This is an optimization exercise on Yosys and OpenROAD, whose aim is small area, a short achievable clock period and few clock cycles per item, not a production implementation. In this exercise RTL edits were held to simulation tests only and were not proved equivalent to the original.

<file path="flow/design.v">
module heterodyne_frequency_tracker (
	input  logic                               clk,
	input  logic                               arst_n,
	input  logic                               psel,
	input  logic                               penable,
	input  logic                               pwrite,
	input  logic [4:0]                         paddr,
	input  logic [31:0]                        pwdata,
	output logic [31:0]                        prdata,
	output logic                               pready,
	input  logic                               sample_valid,
	output logic                               sample_stall,
	input  logic signed [15:0]                 sample,
	input  logic                               restart,
	output logic                               result_valid,
	input  logic                               result_stall,
	output logic [15:0]                        power,
	output logic signed [15:0]                 phase,
	output logic signed [15:0]                 frequency
);
	localparam int W = 61;
	localparam logic signed [W-1:0] CK       = 61'sd652032874;
	localparam logic signed [38:0]  CK8      = 39'sd166920415744;   
	localparam logic [31:0]         ANG_REF0 = 32'hFFFFD104;       
	localparam logic [3:0] S_IDLE  = 4'd0;
	localparam logic [3:0] S_ROT   = 4'd1;
	localparam logic [3:0] S_MIX   = 4'd2;
	localparam logic [3:0] S_FPREP = 4'd3;
	localparam logic [3:0] S_FILT  = 4'd4;
	localparam logic [3:0] S_VINIT = 4'd5;
	localparam logic [3:0] S_VEC   = 4'd6;
	localparam logic [3:0] S_MAG   = 4'd7;
	localparam logic [3:0] S_COMB  = 4'd8;
	localparam logic [3:0] S_PPREP = 4'd9;
	localparam logic [3:0] S_POW   = 4'd10;
	localparam logic [3:0] S_END   = 4'd11;
	function automatic logic [31:0] hft_atan(input logic [3:0] i);
		case (i)
			4'd0:    hft_atan = 32'h20000000;
			4'd1:    hft_atan = 32'h12E4051E;
			4'd2:    hft_atan = 32'h09FB385B;
			4'd3:    hft_atan = 32'h051111D4;
			4'd4:    hft_atan = 32'h028B0D43;
			4'd5:    hft_atan = 32'h0145D7E1;
			4'd6:    hft_atan = 32'h00A2F61E;
			4'd7:    hft_atan = 32'h00517C55;
			4'd8:    hft_atan = 32'h0028BE53;
			4'd9:    hft_atan = 32'h00145F2F;
			4'd10:   hft_atan = 32'h000A2F98;
			4'd11:   hft_atan = 32'h000517CC;
			4'd12:   hft_atan = 32'h00028BE6;
			4'd13:   hft_atan = 32'h000145F3;
			4'd14:   hft_atan = 32'h0000A2FA;
			default: hft_atan = 32'h0000517D;
		endcase
	endfunction
	function automatic logic [W-1:0] booth_sel(input logic [2:0] bits,
			input logic signed [38:0] m);
		logic signed [39:0] v;
		case (bits)
			3'b001, 3'b010, 3'b101, 3'b110: v = {m[38], m};
			3'b011, 3'b100:                 v = {m, 1'b0};
			default:                        v = '0;
		endcase
		booth_sel = {{3{v[39]}}, v, 18'd0};
	endfunction
	function automatic logic booth_neg(input logic [2:0] bits);
		booth_neg = bits[2] && !(bits[1] && bits[0]);
	endfunction
	logic [15:0] init_freq_q, pole_q, smooth_q, gain_q, thresh_q;
	logic [15:0] prdata_q;
	logic [15:0]        phase_q, freq_q, pacc_q;
	logic signed [23:0] fre_q, fim_q;
	logic [31:0]        refang_q;
	logic               fresh_q;
	logic [15:0] smp_q;
	logic        rst_q, full_q, rvalid_q;
	logic [3:0]          state_q;
	logic [3:0]          cnt_q;
	logic signed [W-1:0] x_q, y_q;
	logic [31:0]         z_q, m_q;
	logic [17:0]         q_q;
	logic                eq_q, ex_q, ey_q;
	assign pready       = 1'b1;
	assign prdata       = {16'd0, prdata_q};
	assign sample_stall = full_q;
	assign result_valid = rvalid_q;
	assign power        = pacc_q;
	assign phase        = phase_q;
	assign frequency    = freq_q;
	logic accept, cfg_wr;
	assign accept = sample_valid && !full_q;
	assign cfg_wr = psel && penable && pwrite;
	always_ff @(posedge clk or negedge arst_n) begin
		if (!arst_n) begin
			init_freq_q <= 16'd0;
			pole_q      <= 16'd62259;
			smooth_q    <= 16'd62259;
			gain_q      <= 16'd655;
			thresh_q    <= 16'd0;
		end else if (cfg_wr) begin
			case (paddr[4:2])
				3'd0:    init_freq_q <= pwdata[15:0];
				3'd1:    pole_q      <= pwdata[15:0];
				3'd2:    smooth_q    <= pwdata[15:0];
				3'd3:    gain_q      <= pwdata[15:0];
				3'd4:    thresh_q    <= pwdata[15:0];
				default: ;
			endcase
		end
	end
	always_ff @(posedge clk) begin
		case (paddr[4:2])
			3'd0:    prdata_q <= init_freq_q;
			3'd1:    prdata_q <= pole_q;
			3'd2:    prdata_q <= smooth_q;
			3'd3:    prdata_q <= gain_q;
			3'd4:    prdata_q <= thresh_q;
			default: prdata_q <= 16'd0;
		endcase
	end
	logic st_idle, st_rot, st_mix, st_fprep, st_filt, st_vinit, st_vec, st_mag,
	      st_comb, st_pprep, st_pow, st_end;
	assign st_idle  = (state_q == S_IDLE);
	assign st_rot   = (state_q == S_ROT);
	assign st_mix   = (state_q == S_MIX);
	assign st_fprep = (state_q == S_FPREP);
	assign st_filt  = (state_q == S_FILT);
	assign st_vinit = (state_q == S_VINIT);
	assign st_vec   = (state_q == S_VEC);
	assign st_mag   = (state_q == S_MAG);
	assign st_comb  = (state_q == S_COMB);
	assign st_pprep = (state_q == S_PPREP);
	assign st_pow   = (state_q == S_POW);
	assign st_end   = (state_q == S_END);
	logic cordic, last15;
	assign cordic = st_rot || st_vec;
	assign last15 = (cnt_q == 4'd15);
	logic [15:0] pacc_new, freq_cand, freq_new, phase_new;
	logic        upd;
	assign pacc_new  = x_q[31:16];
	assign upd       = (pacc_new >= thresh_q);
	assign freq_cand = freq_q + y_q[47:32];
	assign freq_new  = upd ? freq_cand : freq_q;
	assign phase_new = phase_q + freq_new;
	logic reload, commit, start_idle, start_end, start;
	assign reload     = rst_q || fresh_q;
	assign commit     = st_end && !rvalid_q;
	assign start_end  = commit && full_q && !rst_q;
	assign start_idle = st_idle && full_q && !(rst_q && rvalid_q);
	assign start      = start_end || start_idle;
	logic [15:0] ph0;
	logic        wrap, dn0;
	logic [2:0]  zt0;
	assign ph0  = start_end ? phase_new : (reload ? 16'd0 : phase_q);
	assign wrap = ($signed(ph0) > 16'sh4000) || ($signed(ph0) < -16'sh4000);
	assign dn0  = !(ph0[15] ^ wrap);
	assign zt0  = {ph0[15] ^ wrap, ph0[14:13]} + (dn0 ? 3'd7 : 3'd1);
	logic [2:0] dq, dx, dy, dxl, dyl;
	assign dq  = {q_q[1:0], eq_q};
	assign dx  = {x_q[1:0], ex_q};
	assign dy  = {y_q[1:0], ey_q};
	assign dxl = st_mag ? dx : dq;
	assign dyl = (st_mag || st_pow) ? dy : dq;
	logic signed [38:0] mcx, mcy;
	always_comb begin
		if (st_mag)       mcx = CK8;
		else if (st_pow)  mcx = {{7{m_q[31]}}, m_q};
		else              mcx = {{7{z_q[31]}}, z_q};
		if (st_mag)       mcy = CK8;
		else if (st_pow)  mcy = {{7{z_q[31]}}, z_q};
		else              mcy = {{7{m_q[31]}}, m_q};
	end
	logic signed [W-1:0] ax, ay, bx, by, sx, sy, xsh, ysh;
	logic                nx, ny;
	logic                fsgn, dneg;
	assign fsgn = x_q[W-1];
	assign dneg = st_rot ? !z_q[31] : y_q[W-1];
	assign xsh  = x_q >>> cnt_q;
	assign ysh  = y_q >>> cnt_q;
	always_comb begin
		ax = st_vinit ? '0 : x_q;
		ay = st_vinit ? '0 : y_q;
		bx = '0;
		nx = 1'b0;
		by = '0;
		ny = 1'b0;
		if (cordic) begin
			bx = ysh;
			nx = dneg;
			by = xsh;
			ny = !dneg;
		end
		if (st_mix || st_filt || st_mag || st_pow) begin
			bx = booth_sel(dxl, mcx);
			nx = booth_neg(dxl) ^ st_filt;
			by = booth_sel(dyl, mcy);
			ny = booth_neg(dyl) ^ (st_mix || st_filt);
		end
		if (st_fprep) begin
			bx = {{12{fre_q[23]}}, fre_q, 25'd0};
			nx = 1'b1;
			by = {{12{fim_q[23]}}, fim_q, 25'd0};
			ny = 1'b1;
		end
		if (st_vinit) begin
			bx = (x_q >>> 16) <<< 36;
			nx = fsgn;
			by = (y_q >>> 16) <<< 36;
			ny = fsgn;
		end
		if (st_comb) begin
			by = xsh;
		end
		if (st_pprep) begin
			bx = ysh;
		end
	end
	assign sx = ax + (nx ? ~bx : bx) + {60'd0, nx};
	assign sy = ay + (ny ? ~by : by) + {60'd0, ny};
	logic [31:0] zb, zs;
	logic        zn;
	always_comb begin
		if (cordic) begin
			zb = hft_atan(cnt_q);
			zn = dneg;
		end else begin
			zb = refang_q;
			zn = st_mag;
		end
		zs = z_q + (zn ? ~zb : zb) + {31'd0, zn};
	end
	logic vzero;
	assign vzero = (fre_q == '0) && (fim_q == '0);
	always_ff @(posedge clk or negedge arst_n) begin
		if (!arst_n) begin
			state_q  <= S_IDLE;
			full_q   <= 1'b0;
			rvalid_q <= 1'b0;
			fresh_q  <= 1'b1;
		end else begin
			if (rvalid_q && !result_stall) rvalid_q <= 1'b0;
			if (accept) full_q <= 1'b1;
			case (state_q)
				S_IDLE: begin
					if (start_idle) begin
						fresh_q <= 1'b0;
						state_q <= S_ROT;
					end
				end
				S_ROT: begin
					if (last15) begin
						state_q <= S_MIX;
						full_q  <= 1'b0;
					end
				end
				S_MIX:   if (cnt_q == 4'd7) state_q <= S_FPREP;
				S_FPREP: state_q <= S_FILT;
				S_FILT:  if (cnt_q == 4'd8) state_q <= S_VINIT;
				S_VINIT: state_q <= S_VEC;
				S_VEC:   if (last15) state_q <= S_MAG;
				S_MAG:   if (cnt_q == 4'd6) state_q <= S_COMB;
				S_COMB:  state_q <= S_PPREP;
				S_PPREP: state_q <= S_POW;
				S_POW:   if (cnt_q == 4'd8) state_q <= S_END;
				S_END: begin
					if (commit) begin
						rvalid_q <= 1'b1;
						state_q  <= start_end ? S_ROT : S_IDLE;
					end
				end
				default: state_q <= S_IDLE;
			endcase
		end
	end
	always_ff @(posedge clk) begin
		if (accept) rst_q <= restart;
		if (start_idle && reload) begin
			phase_q  <= '0;
			freq_q   <= init_freq_q;
			fre_q    <= '0;
			fim_q    <= '0;
			refang_q <= ANG_REF0;
			pacc_q   <= '0;
		end
		if (st_vinit) begin
			fre_q <= x_q[39:16];
			fim_q <= y_q[39:16];
		end
		if (commit) begin
			pacc_q  <= pacc_new;
			freq_q  <= freq_new;
			phase_q <= phase_new;
			if (upd) refang_q <= zs;
		end
	end
	always_ff @(posedge clk) begin
		if (accept) smp_q <= sample;
		if (start) begin
			x_q   <= wrap ? -CK : CK;
			y_q   <= (wrap ^ !dn0) ? -CK : CK;
			z_q   <= {zt0, ph0[12:0], 16'd0};
			cnt_q <= 4'd1;
		end else begin
			case (state_q)
				S_ROT: begin
					cnt_q <= cnt_q + 4'd1;
					if (last15) begin
						z_q   <= sx[31:0];
						m_q   <= sy[31:0];
						x_q   <= 61'd1 << 40;
						y_q   <= 61'd1 << 40;
						q_q   <= {{2{smp_q[15]}}, smp_q};
						eq_q  <= 1'b0;
						cnt_q <= 4'd0;
					end else begin
						x_q <= sx;
						y_q <= sy;
						z_q <= zs;
					end
				end
				S_MIX, S_FILT: begin
					cnt_q <= cnt_q + 4'd1;
					x_q   <= sx >>> 2;
					y_q   <= sy >>> 2;
					q_q   <= q_q >> 2;
					eq_q  <= q_q[1];
				end
				S_FPREP: begin
					cnt_q <= 4'd0;
					z_q   <= sx[56:25];
					m_q   <= sy[56:25];
					x_q   <= {x_q[51:25], 34'h200000000};
					y_q   <= {y_q[51:25], 34'h200000000};
					q_q   <= {2'b00, pole_q};
					eq_q  <= 1'b0;
				end
				S_VINIT: begin
					cnt_q <= 4'd0;
					x_q   <= sx;
					y_q   <= sy;
					z_q   <= fsgn ? 32'h80000000 : 32'h0;
				end
				S_VEC: begin
					cnt_q <= cnt_q + 4'd1;
					if (last15) begin
						x_q  <= {6'd1, 43'd0, sx[47:36]};
						ex_q <= 1'b0;
						y_q  <= {49'd0, sx[59:48]};
						ey_q <= sx[47];
						z_q  <= vzero ? 32'h0 : zs;
					end else begin
						x_q <= sx;
						y_q <= sy;
						z_q <= zs;
					end
				end
				S_MAG: begin
					cnt_q <= (cnt_q == 4'd6) ? 4'd14 : cnt_q + 4'd1;
					if (cnt_q != 4'd6) begin
						x_q  <= sx >>> 2;
						ex_q <= x_q[1];
					end
					y_q  <= sy >>> 2;
					ey_q <= y_q[1];
					if (cnt_q == 4'd0) z_q <= zs;
				end
				S_COMB: begin
					cnt_q <= 4'd0;
					y_q   <= sy;
					x_q   <= {~{8'd0, pacc_q}, 1'b1, 36'd0};
				end
				S_PPREP: begin
					cnt_q <= 4'd0;
					m_q   <= ~{{8{sx[60]}}, sx[60:37]};
					x_q   <= {11'd0, pacc_q, 34'h200000000};
					q_q   <= {2'b11, smooth_q};
					eq_q  <= 1'b0;
					y_q   <= {11'd0, 1'b1, 33'd0, gain_q};
					ey_q  <= 1'b0;
				end
				S_POW: begin
					cnt_q <= cnt_q + 4'd1;
					x_q   <= sx >>> 2;
					q_q   <= q_q >> 2;
					eq_q  <= q_q[1];
					y_q   <= sy >>> 2;
					ey_q  <= y_q[1];
				end
				default: ;
			endcase
		end
	end
endmodule
</file>
<file path="flow/flow/run.sh">
#!/bin/bash
set -euo pipefail
bash standard.sh SETUP_SLACK_MARGIN=10 finish > standard_make.log 2>&1
</file>
<file path="flow/standard.sh">
#!/bin/bash
# synth_recipe.tcl (not shown) runs the flow's synth.tcl, then flattens the netlist and writes it again
# the make line also repeats each setting of config.mk as NAME=value (left out here)
make -C /OpenROAD-flow-scripts/flow DESIGN_CONFIG=/design/flow/config.mk WORK_HOME=/design/flow/orfs CLKGATE_MAP_FILE= SYNTH_SCRIPT=/design/flow/synth_recipe.tcl "${@:-finish}"
</file>
<file path="flow/config.mk">
export PLATFORM = sky130hd
export DESIGN_NAME = heterodyne_frequency_tracker
export DESIGN_NICKNAME = heterodyne_frequency_tracker
export VERILOG_FILES = /design/flow/design.v
export SDC_FILE = /design/flow/constraint.sdc
export NUM_CORES = 4
export LEC_CHECK = 0
export CAP_MARGIN = 20
export CORE_MARGIN = 2
export CORE_UTILIZATION = 40
export SLEW_MARGIN = 20
</file>
<file path="flow/constraint.sdc">
create_clock -name core_clock -period 15.0 [get_ports {clk}]
set_input_delay 3.0000 -clock core_clock [delete_from_list [all_inputs] [get_ports {clk}]]
set_output_delay 3.0000 -clock core_clock [all_outputs]
set_load 0.01 [all_outputs]
</file>
==> run summary <==
[cell usage in the layout, fill, tap and decap left out, types with 107 or more instances in the layout]
cell type	count
sky130_fd_sc_hd__clkdlybuf4s50_1	107
sky130_fd_sc_hd__nor2_1	280
sky130_fd_sc_hd__o21ai_0	288
sky130_fd_sc_hd__a21oi_1	353
sky130_fd_sc_hd__and2_1	159
sky130_fd_sc_hd__mux2i_1	122
sky130_fd_sc_hd__buf_4	365
sky130_fd_sc_hd__nand2_1	691
sky130_fd_sc_hd__ha_1	131
sky130_fd_sc_hd__edfxtp_1	303
sky130_fd_sc_hd__xnor2_1	127
sky130_fd_sc_hd__a21oi_2	108
[registers in the layout, indices dropped and copies added (netlist names), 16 cells and up, named ones only]
register,flops
phase_q,16
gain_q,16
q_q,17
fim_q,24
prdata_q,16
thresh_q,16
fre_q,24
pole_q,16
m_q,32
x_q,61
init_freq_q,16
y_q,61
smooth_q,16
pacc_q,16
freq_q,16
refang_q,32
z_q,32
smp_q,16
[worst register-to-register path, delay by kind of cell (launching register included)]
family,cells,cell delay (ns)
mux,1,0.30
fa+ha+maj,1,0.42
compound gates,9,2.53
buf+inv,5,0.70
flops,1,0.43
simple gates,5,0.87
xor+xnor,3,0.49
[worst max path at each step]
stage               slack [ns]  endpoint  startpoint  depth (start not counted)
detailed placement        7.37   z_q[26]    cnt_q[0]                         24
global route              8.94   y_q[52]  state_q[1]                         25
global placement          7.41   z_q[26]    cnt_q[0]                         24
finish                    9.02   m_q[29]  state_q[1]                         24
CTS                       9.35   z_q[29]  state_q[1]                         23
floorplan                 9.94   z_q[29]  state_q[1]                         19
[layer usage]
metal | vias to the layer above | wire length (µm) | global-route usage | part of all wire
li1 | 20600 | - | - | -
met1 | 24000 | 83700 | 0.479 | 0.35
met2 | 3977 | 97300 | 0.571 | 0.41
met3 | 1168 | 35200 | 0.152 | 0.15
met4 | 12 | 22700 | 0.283 | 0.095
met5 | - | 85 | 0 | 0.00036
[final cells by class]
cell class / instances / area (µm²)
fillers: 9654 / 49000
multi-input cells: 4316 / 35400
flip-flops and latches: 488 / 13300
repair buffers: 720 / 8430
well taps: 1488 / 1860
clock buffers: 77 / 1600
inverters: 104 / 424
clock inverters: 29 / 282
diodes: 30 / 75.1
[what timing repair did]
action | 4_1_cts | 5_1_grt
endpoints found under the setup margin | 250 | 190
cloned | 45 | 8
setup buffers | 299 | 153
gates resized for setup | 746 | 596
hold endpoints to repair | 0 | 0
pin swaps | 217 | 296
[per-stage QoR]
stage,worst slack (ns),instances
finish,9.02,7252
global route,8.94,7225
CTS,9.35,7061
detailed placement,7.37,6611
global placement,7.41,6610
floorplan,9.94,5330
[cell families (layout without fill, tap and decap cells)]
logic type      after synthesis  after routing
compound gates             1727           1728
xor+xnor                    326            326
fa+ha+maj                   211            211
buf+inv                     528            930
flops                       488            488
mux                         334            334
other cells                   2             47
simple gates               1699           1700
==> qor.txt <==
====================================================================================
Outcome                                                                 finished clean
Antenna violations before repair                                                  22
Placed cell area                                                          0.0471 mm²
Post-synthesis cell type with the largest combined area                 sky130_fd_sc_hd__edfxtp_1
Sequential element share of the synthesized area                               0.299
Warnings, synthesis                                                                1
RSZ-0062 raised after global routing                                             yes
Crit path arrival time                                                       6.39 ns
Floorplan core area                                                        0.110 mm²
Final worst-path cycle share                                                   0.399
Remaining number of nets flagged by the antenna check after routing                0
Number of unique standard cell types used by synthesis                           104
Min Tclk post-route                                                          5.98 ns
Per-cell routed wire length                                                  33.0 µm
DRT iter0 DRCs                                                                  8045
Hold_sp                                                                  refang_q[7]
Worst R2R Start                                                           state_q[1]
Share of synthesized cell area in and, or, nand and nor gates                  0.176
Transition time at the pin with the least slew margin                        1.33 ns
Die width                                                                     337 µm
Post-layout utilization of the core                                            0.556
WS Path Type                                                            flop to flop
Share of synthesized area spent on multiplexers                                0.100
Global Route Usage Sum                                                         0.395
Worst Hold Slack                                                            0.462 ns
Maximum operating frequency                                                  167 MHz
Area share of xor/xnor cells in the synthesized design                        0.0646
Hold Path End                                                            refang_q[7]
Clock buffer count from CTS                                                       56
Insertion delay of the later-clocked pin in the worst-skew pair              0.70 ns
Sort of element at the start of the critical path                               flop
Mapped Area                                                               0.0444 mm²
EDFF count, synth                                                                303
Final count of hold timing violations                                              0
DP Wirelength                                                              157000 µm
Most numerous cell types in the synthesized netlist                     sky130_fd_sc_hd__nand2_1, sky130_fd_sc_hd__a21oi_1, sky130_fd_sc_hd__o21ai_0
Top-area cell type share of the netlist area                                   0.205
Hold Path Cell Cnt                                                                 2
Relative area change from synthesis to final layout                            38.0%
Main combinational cell family by area after synthesis                  compound AO/OA/AOI/OAI gates
Biggest cell delay along the critical path                                   0.81 ns
Critical R2R Capture                                                         m_q[29]
Number of global-route vias before repair                                      44900
Cells after Synth                                                               5315
Crit path cell chain                                                    buf_12, and4bb_4, buf_12, nor2_4, mux2i_4, buf_4, xor2_4, buf_12, a22o_1, a222oi_1, xor2_1, ha_2, nand4_1, nor3_4, inv_1, o221a_4, a21oi_4, a21oi_4, o21ba_4, o21ai_1, a21oi_2, xor2_2, nor2_1, a211o_1
Share of synthesized registers carrying an async set or reset                  0.178
Number of buffer cells added on primary ports                                    108
# H-tree levels                                                                    2
DRT Pass-1 Iters                                                                  14
Flops & latches, synth                                                           488
Post-synthesis average cell area                                            8.36 µm²
Root buffer selected by CTS                                             sky130_fd_sc_hd__clkbuf_16
Buffers & Inverters on Critical Path                                               5
Critical-path cell with the highest stage delay                         sky130_fd_sc_hd__a222oi_1
CP delay by family, top                                                 compound AO/OA/AOI/OAI gates
Via density                                                                     6.85
Worst-path clk slew                                                          0.06 ns
Fin nets                                                                        5958
Setup-failing EPs final                                                            0
Wire length of the first global-routing pass                               325000 µm
Die area                                                                   0.114 mm²
Remaining Overflow, GRT                                                            0
Cells taking the most area after synthesis                              sky130_fd_sc_hd__edfxtp_1, sky130_fd_sc_hd__nand2_1, sky130_fd_sc_hd__ha_1, sky130_fd_sc_hd__a21oi_1, sky130_fd_sc_hd__dfxtp_1
Min-delay worst type                                                    flop to flop
Largest net degree at the start of global routing                                 77
CP required                                                                 15.41 ns
Maximum clock insertion buffer count                                               3
Total number of vias                                                           49700
Design Area, Final                                                        0.0613 mm²
Fraction of layout cells with a size suffix above 1                            0.310
Reg-to-reg slack, setup                                                      9.02 ns
Capturing element type of the critical path                                     flop
Most used cell, CP                                                      sky130_fd_sc_hd__buf_12
Setup clock skew after layout                                              0.0872 ns
Post-Route Setup TNS                                                            0 ns
Final Slew Violations                                                              0
DIE HEIGHT                                                                    337 µm
Final weighted congestion of routability-driven global placement                1.04
Number of buffers inserted for hold repair after clock tree synthesis              0
Max-slew headroom                                                              0.110
# clock sinks                                                                    488
TritonCTS clock tree                                                           built
Core Rows                                                                        122
Final routed DRC violation total                                                   0
Top flip-flop cell by instance count after synthesis                    sky130_fd_sc_hd__edfxtp_1
Complex-gate fraction of the synthesized area                                  0.253
Routed wire length                                                         239000 µm
Effective utilization at floorplan                                             0.403
Worst Path Max Fanout                                                             13
Fraction of the mapped netlist area in adder cells                            0.0604
R2r worst-path depth                                                              24
IO Pins                                                                          144
Max-cap violation count                                                            0
Cell with the most instances after synthesis                            sky130_fd_sc_hd__nand2_1
====================================================================================
Testbench counts, summed over its fixed seeds: cycles 552,024, items 8,000.

[port drivers added, routing unchanged]
How much do the figures lean on ideal ports? The routed layout below was timed once more, with nothing changed but the port constraints.
Step 1 sets driving cells, clkbuf_16 on the clock port and buf_2 on the other inputs (assumed; they add their load-dependent delay and slew).
Step 2 also shifts input and output timing later by t, the mid clock arrival at the registers, as if the neighbouring blocks saw the same clock.
a / b / c = no drivers / after step 1 / after step 2; a / b = the first two.
shift t [ns]: 0.734
setup slack, ns: 9.016 / 9.016 / 9.016
worst setup path after step 2: register to register
clock arrival spread, ns: 0.087 / 0.087
cell pins on the clock port's net: 1
After both steps this run still meets setup and hold. For this run, drivers alone change the setup slack by 0.000 ns; drivers and shift together by 0.000 ns.
